This is an optimization exercise on Yosys and OpenROAD, whose aim is small area and a short achievable clock period, not a production implementation.
Power is estimated from default activity; no workload was simulated.

Setup of delta:
==> flow/design.v <==
package usb_eps_pkg;
    localparam int unsigned EPS_AW = 8;
    localparam int unsigned EPS_DW = 16;
    typedef enum logic [1:0] {
        H_IDLE = 2'b00,
        H_WAIT = 2'b01,
        H_DONE = 2'b10
    } host_st_e;
    typedef enum logic [1:0] {
        TAG_NONE = 2'b00,
        TAG_ENG  = 2'b01,
        TAG_HOST = 2'b10
    } tag_e;
endpackage
module usb_eps_ram #(
    parameter int unsigned AW = 8,
    parameter int unsigned DW = 16,
    parameter int unsigned NP = 8             
) (
    input  logic                 clk_i,
    input  logic [2**(AW/2)-1:0] whi_ni,      
    input  logic [2**(AW/2)-1:0] rhi_ni,      
    input  logic [2**(AW/2)-1:0] lo_ni,       
    input  logic [DW-1:0]        wdata_i,
    output logic [DW-1:0]        rdata_o      
);
    localparam int unsigned NW = 2**AW;
    localparam int unsigned NH = 2**(AW/2);
    localparam int unsigned LK = 3;                   
    localparam int unsigned NL = (NW + LK - 1) / LK;  
    localparam int unsigned GL = (NL + NP - 1) / NP;  
    localparam int unsigned NQ = (GL + 3) / 4;        
    logic [NW-1:0]         mem [DW];          
    logic [NW-1:0]         rsel, wsel;
    logic [NP-1:0][DW-1:0] part_nd, part_nq;
    for (genvar w = 0; w < NW; w++) begin : g_word
        usb_eps_wl u_rsel (.a_ni(rhi_ni[w / NH]), .b_ni(lo_ni[w % NH]), .y_o(rsel[w]));
        usb_eps_wl u_wsel (.a_ni(whi_ni[w / NH]), .b_ni(lo_ni[w % NH]), .y_o(wsel[w]));
        for (genvar b = 0; b < DW; b++) begin : g_bit
            always_ff @(posedge clk_i) begin
                if (wsel[w]) begin
                    mem[b][w] <= wdata_i[b];
                end
            end
        end
    end
    for (genvar b = 0; b < DW; b++) begin : g_bit
        logic [NL-1:0] leaf_n;
        for (genvar l = 0; l < NL; l++) begin : g_leaf
            localparam int unsigned K = (NW - l*LK < LK) ? NW - l*LK : LK;
            usb_eps_rdleaf #(.K(K)) u_leaf (
                .sel_i (rsel[l*LK +: K]),
                .d_i   (mem[b][l*LK +: K]),
                .y_no  (leaf_n[l])
            );
        end
        for (genvar p = 0; p < NP; p++) begin : g_part
            localparam int unsigned L0 = p*GL;
            localparam int unsigned PL = (NL - L0 < GL) ? NL - L0 : GL;
            localparam int unsigned PQ = (PL + 3) / 4;
            logic [PQ-1:0] quad;
            for (genvar q = 0; q < PQ; q++) begin : g_quad
                localparam int unsigned K = (PL - q*4 < 4) ? PL - q*4 : 4;
                usb_eps_nand #(.K(K)) u_nand (.a_i(leaf_n[L0 + q*4 +: K]), .y_o(quad[q]));
            end
            usb_eps_nor #(.K(PQ)) u_nor (.a_i(quad), .y_o(part_nd[p][b]));
        end
    end
    always_ff @(posedge clk_i) begin
        part_nq <= part_nd;
    end
    always_comb begin
        rdata_o = '0;
        for (int p = 0; p < NP; p++) begin
            rdata_o = rdata_o | ~part_nq[p];
        end
    end
endmodule
module usb_eps_rdleaf #(
    parameter int unsigned K = 12
) (
    input  logic [K-1:0] sel_i,
    input  logic [K-1:0] d_i,
    output logic         y_no
);
    assign y_no = ~|(sel_i & d_i);
endmodule
module usb_eps_wl (
    input  logic a_ni,
    input  logic b_ni,
    output logic y_o
);
    assign y_o = ~(a_ni | b_ni);
endmodule
module usb_eps_nand #(
    parameter int unsigned K = 4
) (
    input  logic [K-1:0] a_i,
    output logic         y_o
);
    assign y_o = ~&a_i;
endmodule
module usb_eps_nor #(
    parameter int unsigned K = 3
) (
    input  logic [K-1:0] a_i,
    output logic         y_o
);
    assign y_o = ~|a_i;
endmodule
import usb_eps_pkg::*;
module usb_eps_arb #(
    parameter int unsigned AW = usb_eps_pkg::EPS_AW,
    parameter int unsigned DW = usb_eps_pkg::EPS_DW
) (
    input  logic          clk,
    input  logic          rst,
    input  logic          eps_read_0,
    input  logic          eps_write_0,
    input  logic          eps_zero_0,
    input  logic [AW-1:0] eps_addr_0,
    input  logic [DW-1:0] eps_wrdata_0,
    output logic [DW-1:0] eps_rddata_3,
    input  logic          host_req,
    input  logic          host_we,
    input  logic [AW-1:0] host_addr,
    input  logic [DW-1:0] host_wdata,
    output logic [DW-1:0] host_rdata,
    output logic          host_ack,
    output logic          host_busy
);
    localparam int unsigned HW = AW / 2;
    localparam int unsigned NH = 2**HW;
    logic          eng_cmd, grant, init_busy, init_next;
    logic          busy_q;
    logic          init_q;
    logic [AW-1:0] init_cnt_q;
    always_ff @(posedge clk) begin
        if (rst) begin
            init_q     <= 1'b1;
            init_cnt_q <= '0;
        end else if (init_q) begin
            init_cnt_q <= init_cnt_q + 1'b1;
            if (&init_cnt_q) begin
                init_q <= 1'b0;
            end
        end
    end
    assign init_busy = init_q;
    assign init_next = rst | (init_q & ~&init_cnt_q);
    assign eng_cmd = eps_read_0 | eps_write_0;
    assign grant   = ~busy_q & host_req & ~eng_cmd;
    function automatic logic [NH-1:0] dec(input logic [HW-1:0] a);
        dec = '0;
        dec[a] = 1'b1;
    endfunction
    logic [AW-1:0] addr_m;
    logic [DW-1:0] wdata_m;
    logic          we_m;
    assign addr_m  = eng_cmd ? eps_addr_0 : host_addr;
    assign wdata_m = eng_cmd ? (eps_zero_0 ? '0 : eps_wrdata_0) : host_wdata;
    assign we_m    = eps_write_0 | (grant & host_we);
    logic [NH-1:0] whi_nq, rhi_nq, lo_nq;
    logic [DW-1:0] wdata_q;
    logic          e_rd_q, h_rd_q, h1_q;
    always_ff @(posedge clk) begin
        whi_nq  <= ~((we_m ? dec(addr_m[AW-1:HW]) : '0) | {NH{init_busy}});
        rhi_nq  <= ~dec(addr_m[AW-1:HW]);
        lo_nq   <= ~(dec(addr_m[HW-1:0]) | {NH{init_busy}});
        wdata_q <= init_busy ? '0 : wdata_m;
    end
    always_ff @(posedge clk) begin
        if (rst) begin
            e_rd_q <= 1'b0;
            h_rd_q <= 1'b0;
            h1_q   <= 1'b0;
        end else begin
            e_rd_q <= eps_read_0 & ~eps_write_0 & ~init_busy;
            h_rd_q <= grant & ~host_we;
            h1_q   <= grant;
        end
    end
    logic [DW-1:0] ram_rdata;
    usb_eps_ram #(
        .AW (AW),
        .DW (DW)
    ) u_ram (
        .clk_i   (clk),
        .whi_ni  (whi_nq),
        .rhi_ni  (rhi_nq),
        .lo_ni   (lo_nq),
        .wdata_i (wdata_q),
        .rdata_o (ram_rdata)
    );
    logic e_rd2_q, h_rd2_q, h2_q;
    always_ff @(posedge clk) begin
        if (rst) begin
            e_rd2_q <= 1'b0;
            h_rd2_q <= 1'b0;
            h2_q    <= 1'b0;
        end else begin
            e_rd2_q <= e_rd_q;
            h_rd2_q <= h_rd_q;
            h2_q    <= h1_q;
        end
    end
    logic [DW-1:0] eps_rddata_q, host_rdata_q;
    logic          host_ack_q;
    always_ff @(posedge clk) begin
        if (rst) begin
            host_ack_q   <= 1'b0;
            eps_rddata_q <= '0;
            host_rdata_q <= '0;
        end else begin
            host_ack_q <= h2_q;
            if (e_rd2_q) begin
                eps_rddata_q <= ram_rdata;
            end
            if (h_rd2_q) begin
                host_rdata_q <= ram_rdata;
            end
        end
    end
    always_ff @(posedge clk) begin
        busy_q <= init_next | grant | h1_q | h2_q | host_ack_q;
    end
    assign eps_rddata_3 = eps_rddata_q;
    assign host_rdata   = host_rdata_q;
    assign host_ack     = host_ack_q;
    assign host_busy    = busy_q;
endmodule
==> flow/config.mk <==
export PLATFORM = sky130hd
export DESIGN_NAME = usb_eps_arb
export DESIGN_NICKNAME = usb_eps_arb
export VERILOG_FILES = /design/flow/design.v
export SDC_FILE = /design/flow/constraint.sdc
export NUM_CORES = 4
export LEC_CHECK = 0
export CAP_MARGIN = 20
export CORE_MARGIN = 2
export CORE_UTILIZATION = 60
export CTS_CLUSTER_DIAMETER = 100
export CTS_CLUSTER_SIZE = 30
export SETUP_SLACK_MARGIN = 2.3
export SLEW_MARGIN = 20
export SYNTH_HIERARCHICAL = 1
==> flow/constraint.sdc <==
create_clock -name core_clock -period 4.5 [get_ports {clk}]
set_input_delay 0.9000 -clock core_clock [delete_from_list [all_inputs] [get_ports {clk}]]
set_output_delay 0.9000 -clock core_clock [all_outputs]
set_load 0.01 [all_outputs]
run.sh (not shown) runs the stock make flow with config.mk's settings and CLKGATE_MAP_FILE= SYNTH_SCRIPT=/design/flow/synth_recipe.tcl, a recipe that flattens the netlist after the stock synthesis.
delta completed end to end with timing, DRC and antenna clean.
#### Input delta (beta over delta)
--- a/flow/design.v
+++ b/flow/design.v
@@ -17,27 +17,26 @@
     parameter int unsigned DW = 16,
     parameter int unsigned NP = 8             
 ) (
     input  logic                 clk_i,
     input  logic [2**(AW/2)-1:0] whi_ni,      
-    input  logic [2**(AW/2)-1:0] rhi_ni,      
-    input  logic [2**(AW/2)-1:0] lo_ni,       
+    input  logic [2**(AW/2)-1:0] wlo_ni,      
+    input  logic [2**AW-1:0]     rsel_i,      
     input  logic [DW-1:0]        wdata_i,
     output logic [DW-1:0]        rdata_o      
 );
     localparam int unsigned NW = 2**AW;
     localparam int unsigned NH = 2**(AW/2);
     localparam int unsigned LK = 3;                   
     localparam int unsigned NL = (NW + LK - 1) / LK;  
     localparam int unsigned GL = (NL + NP - 1) / NP;  
     localparam int unsigned NQ = (GL + 3) / 4;        
     logic [NW-1:0]         mem [DW];          
-    logic [NW-1:0]         rsel, wsel;
+    logic [NW-1:0]         wsel;
     logic [NP-1:0][DW-1:0] part_nd, part_nq;
     for (genvar w = 0; w < NW; w++) begin : g_word
-        usb_eps_wl u_rsel (.a_ni(rhi_ni[w / NH]), .b_ni(lo_ni[w % NH]), .y_o(rsel[w]));
-        usb_eps_wl u_wsel (.a_ni(whi_ni[w / NH]), .b_ni(lo_ni[w % NH]), .y_o(wsel[w]));
+        usb_eps_wl u_wsel (.a_ni(whi_ni[w / NH]), .b_ni(wlo_ni[w % NH]), .y_o(wsel[w]));
         for (genvar b = 0; b < DW; b++) begin : g_bit
             always_ff @(posedge clk_i) begin
                 if (wsel[w]) begin
                     mem[b][w] <= wdata_i[b];
                 end
@@ -47,11 +46,11 @@
     for (genvar b = 0; b < DW; b++) begin : g_bit
         logic [NL-1:0] leaf_n;
         for (genvar l = 0; l < NL; l++) begin : g_leaf
             localparam int unsigned K = (NW - l*LK < LK) ? NW - l*LK : LK;
             usb_eps_rdleaf #(.K(K)) u_leaf (
-                .sel_i (rsel[l*LK +: K]),
+                .sel_i (rsel_i[l*LK +: K]),
                 .d_i   (mem[b][l*LK +: K]),
                 .y_no  (leaf_n[l])
             );
         end
         for (genvar p = 0; p < NP; p++) begin : g_part
@@ -149,26 +148,37 @@
     assign init_busy = init_q;
     assign init_next = rst | (init_q & ~&init_cnt_q);
     assign eng_cmd = eps_read_0 | eps_write_0;
     assign grant   = ~busy_q & host_req & ~eng_cmd;
     function automatic logic [NH-1:0] dec(input logic [HW-1:0] a);
-        dec = '0;
-        dec[a] = 1'b1;
+        for (int i = 0; i < NH; i++) begin
+            dec[i] = (a == HW'(i));
+        end
     endfunction
-    logic [AW-1:0] addr_m;
+    logic [NH-1:0] e_hi, e_lo, h_hi, h_lo, r_hi, r_lo, w_hi, w_lo;
+    logic          h_we;
     logic [DW-1:0] wdata_m;
-    logic          we_m;
-    assign addr_m  = eng_cmd ? eps_addr_0 : host_addr;
+    assign e_hi    = dec(eps_addr_0[AW-1:HW]);
+    assign e_lo    = dec(eps_addr_0[HW-1:0]);
+    assign h_hi    = dec(host_addr[AW-1:HW]);
+    assign h_lo    = dec(host_addr[HW-1:0]);
+    assign h_we    = grant & host_we;
+    assign r_hi    = eng_cmd ? e_hi : h_hi;
+    assign r_lo    = eng_cmd ? e_lo : h_lo;
+    assign w_hi    = (eps_write_0 ? e_hi : '0) | (h_we ? h_hi : '0) | {NH{init_busy}};
+    assign w_lo    = r_lo | {NH{init_busy}};
     assign wdata_m = eng_cmd ? (eps_zero_0 ? '0 : eps_wrdata_0) : host_wdata;
-    assign we_m    = eps_write_0 | (grant & host_we);
-    logic [NH-1:0] whi_nq, rhi_nq, lo_nq;
-    logic [DW-1:0] wdata_q;
-    logic          e_rd_q, h_rd_q, h1_q;
-    always_ff @(posedge clk) begin
-        whi_nq  <= ~((we_m ? dec(addr_m[AW-1:HW]) : '0) | {NH{init_busy}});
-        rhi_nq  <= ~dec(addr_m[AW-1:HW]);
-        lo_nq   <= ~(dec(addr_m[HW-1:0]) | {NH{init_busy}});
+    logic [NH-1:0]      whi_nq, wlo_nq;
+    logic [2**AW-1:0]   rsel_q;
+    logic [DW-1:0]      wdata_q;
+    logic               e_rd_q, h_rd_q, h1_q;
+    always_ff @(posedge clk) begin
+        whi_nq  <= ~w_hi;
+        wlo_nq  <= ~w_lo;
+        for (int w = 0; w < 2**AW; w++) begin
+            rsel_q[w] <= r_hi[w / NH] & r_lo[w % NH];
+        end
         wdata_q <= init_busy ? '0 : wdata_m;
     end
     always_ff @(posedge clk) begin
         if (rst) begin
             e_rd_q <= 1'b0;
@@ -185,12 +195,12 @@
         .AW (AW),
         .DW (DW)
     ) u_ram (
         .clk_i   (clk),
         .whi_ni  (whi_nq),
-        .rhi_ni  (rhi_nq),
-        .lo_ni   (lo_nq),
+        .wlo_ni  (wlo_nq),
+        .rsel_i  (rsel_q),
         .wdata_i (wdata_q),
         .rdata_o (ram_rdata)
     );
     logic e_rd2_q, h_rd2_q, h2_q;
     always_ff @(posedge clk) begin
Notes after the runs:
Worst setup timing slack at the placement stage delta for beta relative to delta: 200 ps lower. beta vs delta on final period demand of the worst path: beta is the lower one. For the non-clock buffer count, beta came in 494 lower than delta did. Compare beta and delta | internal power consumption higher: beta. Compared with delta, beta shows fraction of layout cells with a size suffix above 1 lower by 5.2 points. sky130_fd_sc_hd__dfxtp_4 as the slowest cell on the critical path was reported by beta, and sky130_fd_sc_hd__a222oi_1 by delta. Going from delta to beta, largest fanout on the critical path shrinks by 6. [beta] fraction of power spent switching nets fell 0.68 points relative to delta.
Function was not checked in any run of this note: the RTL went through the layout flow alone.

[what the ideal ports hide]
How much do the figures lean on ideal ports? The routed layouts below were timed once more, with nothing changed but the port constraints. Step 1 sets driving cells, clkbuf_16 on the clock port and buf_2 on the other inputs (assumed; they add their load-dependent delay and slew). Step 2 also shifts input and output timing later by t, the mid clock arrival at the registers, as if the neighbouring blocks saw the same clock. Three values: ideal, step 1, step 2; two values: the first two.
run | t, ns | setup WS [ns] | worst hold slack (ns) | clock arrival spread, ns | worst slew at a driven data input, ns
delta | 0.948 | 2.070 / 2.070 / 1.587 | 0.404 / 0.339 / 0.449 | 0.044 / 0.044 | 0.06
beta | 1.000 | 2.108 / 1.992 / 1.303 | 0.462 / 0.450 / 0.462 | 0.041 / 0.042 | 0.24
After both steps setup and hold are still met in every run listed. The setup slack of beta, which loses most, moves by -0.116 ns with the drivers and by -0.805 ns with both steps.
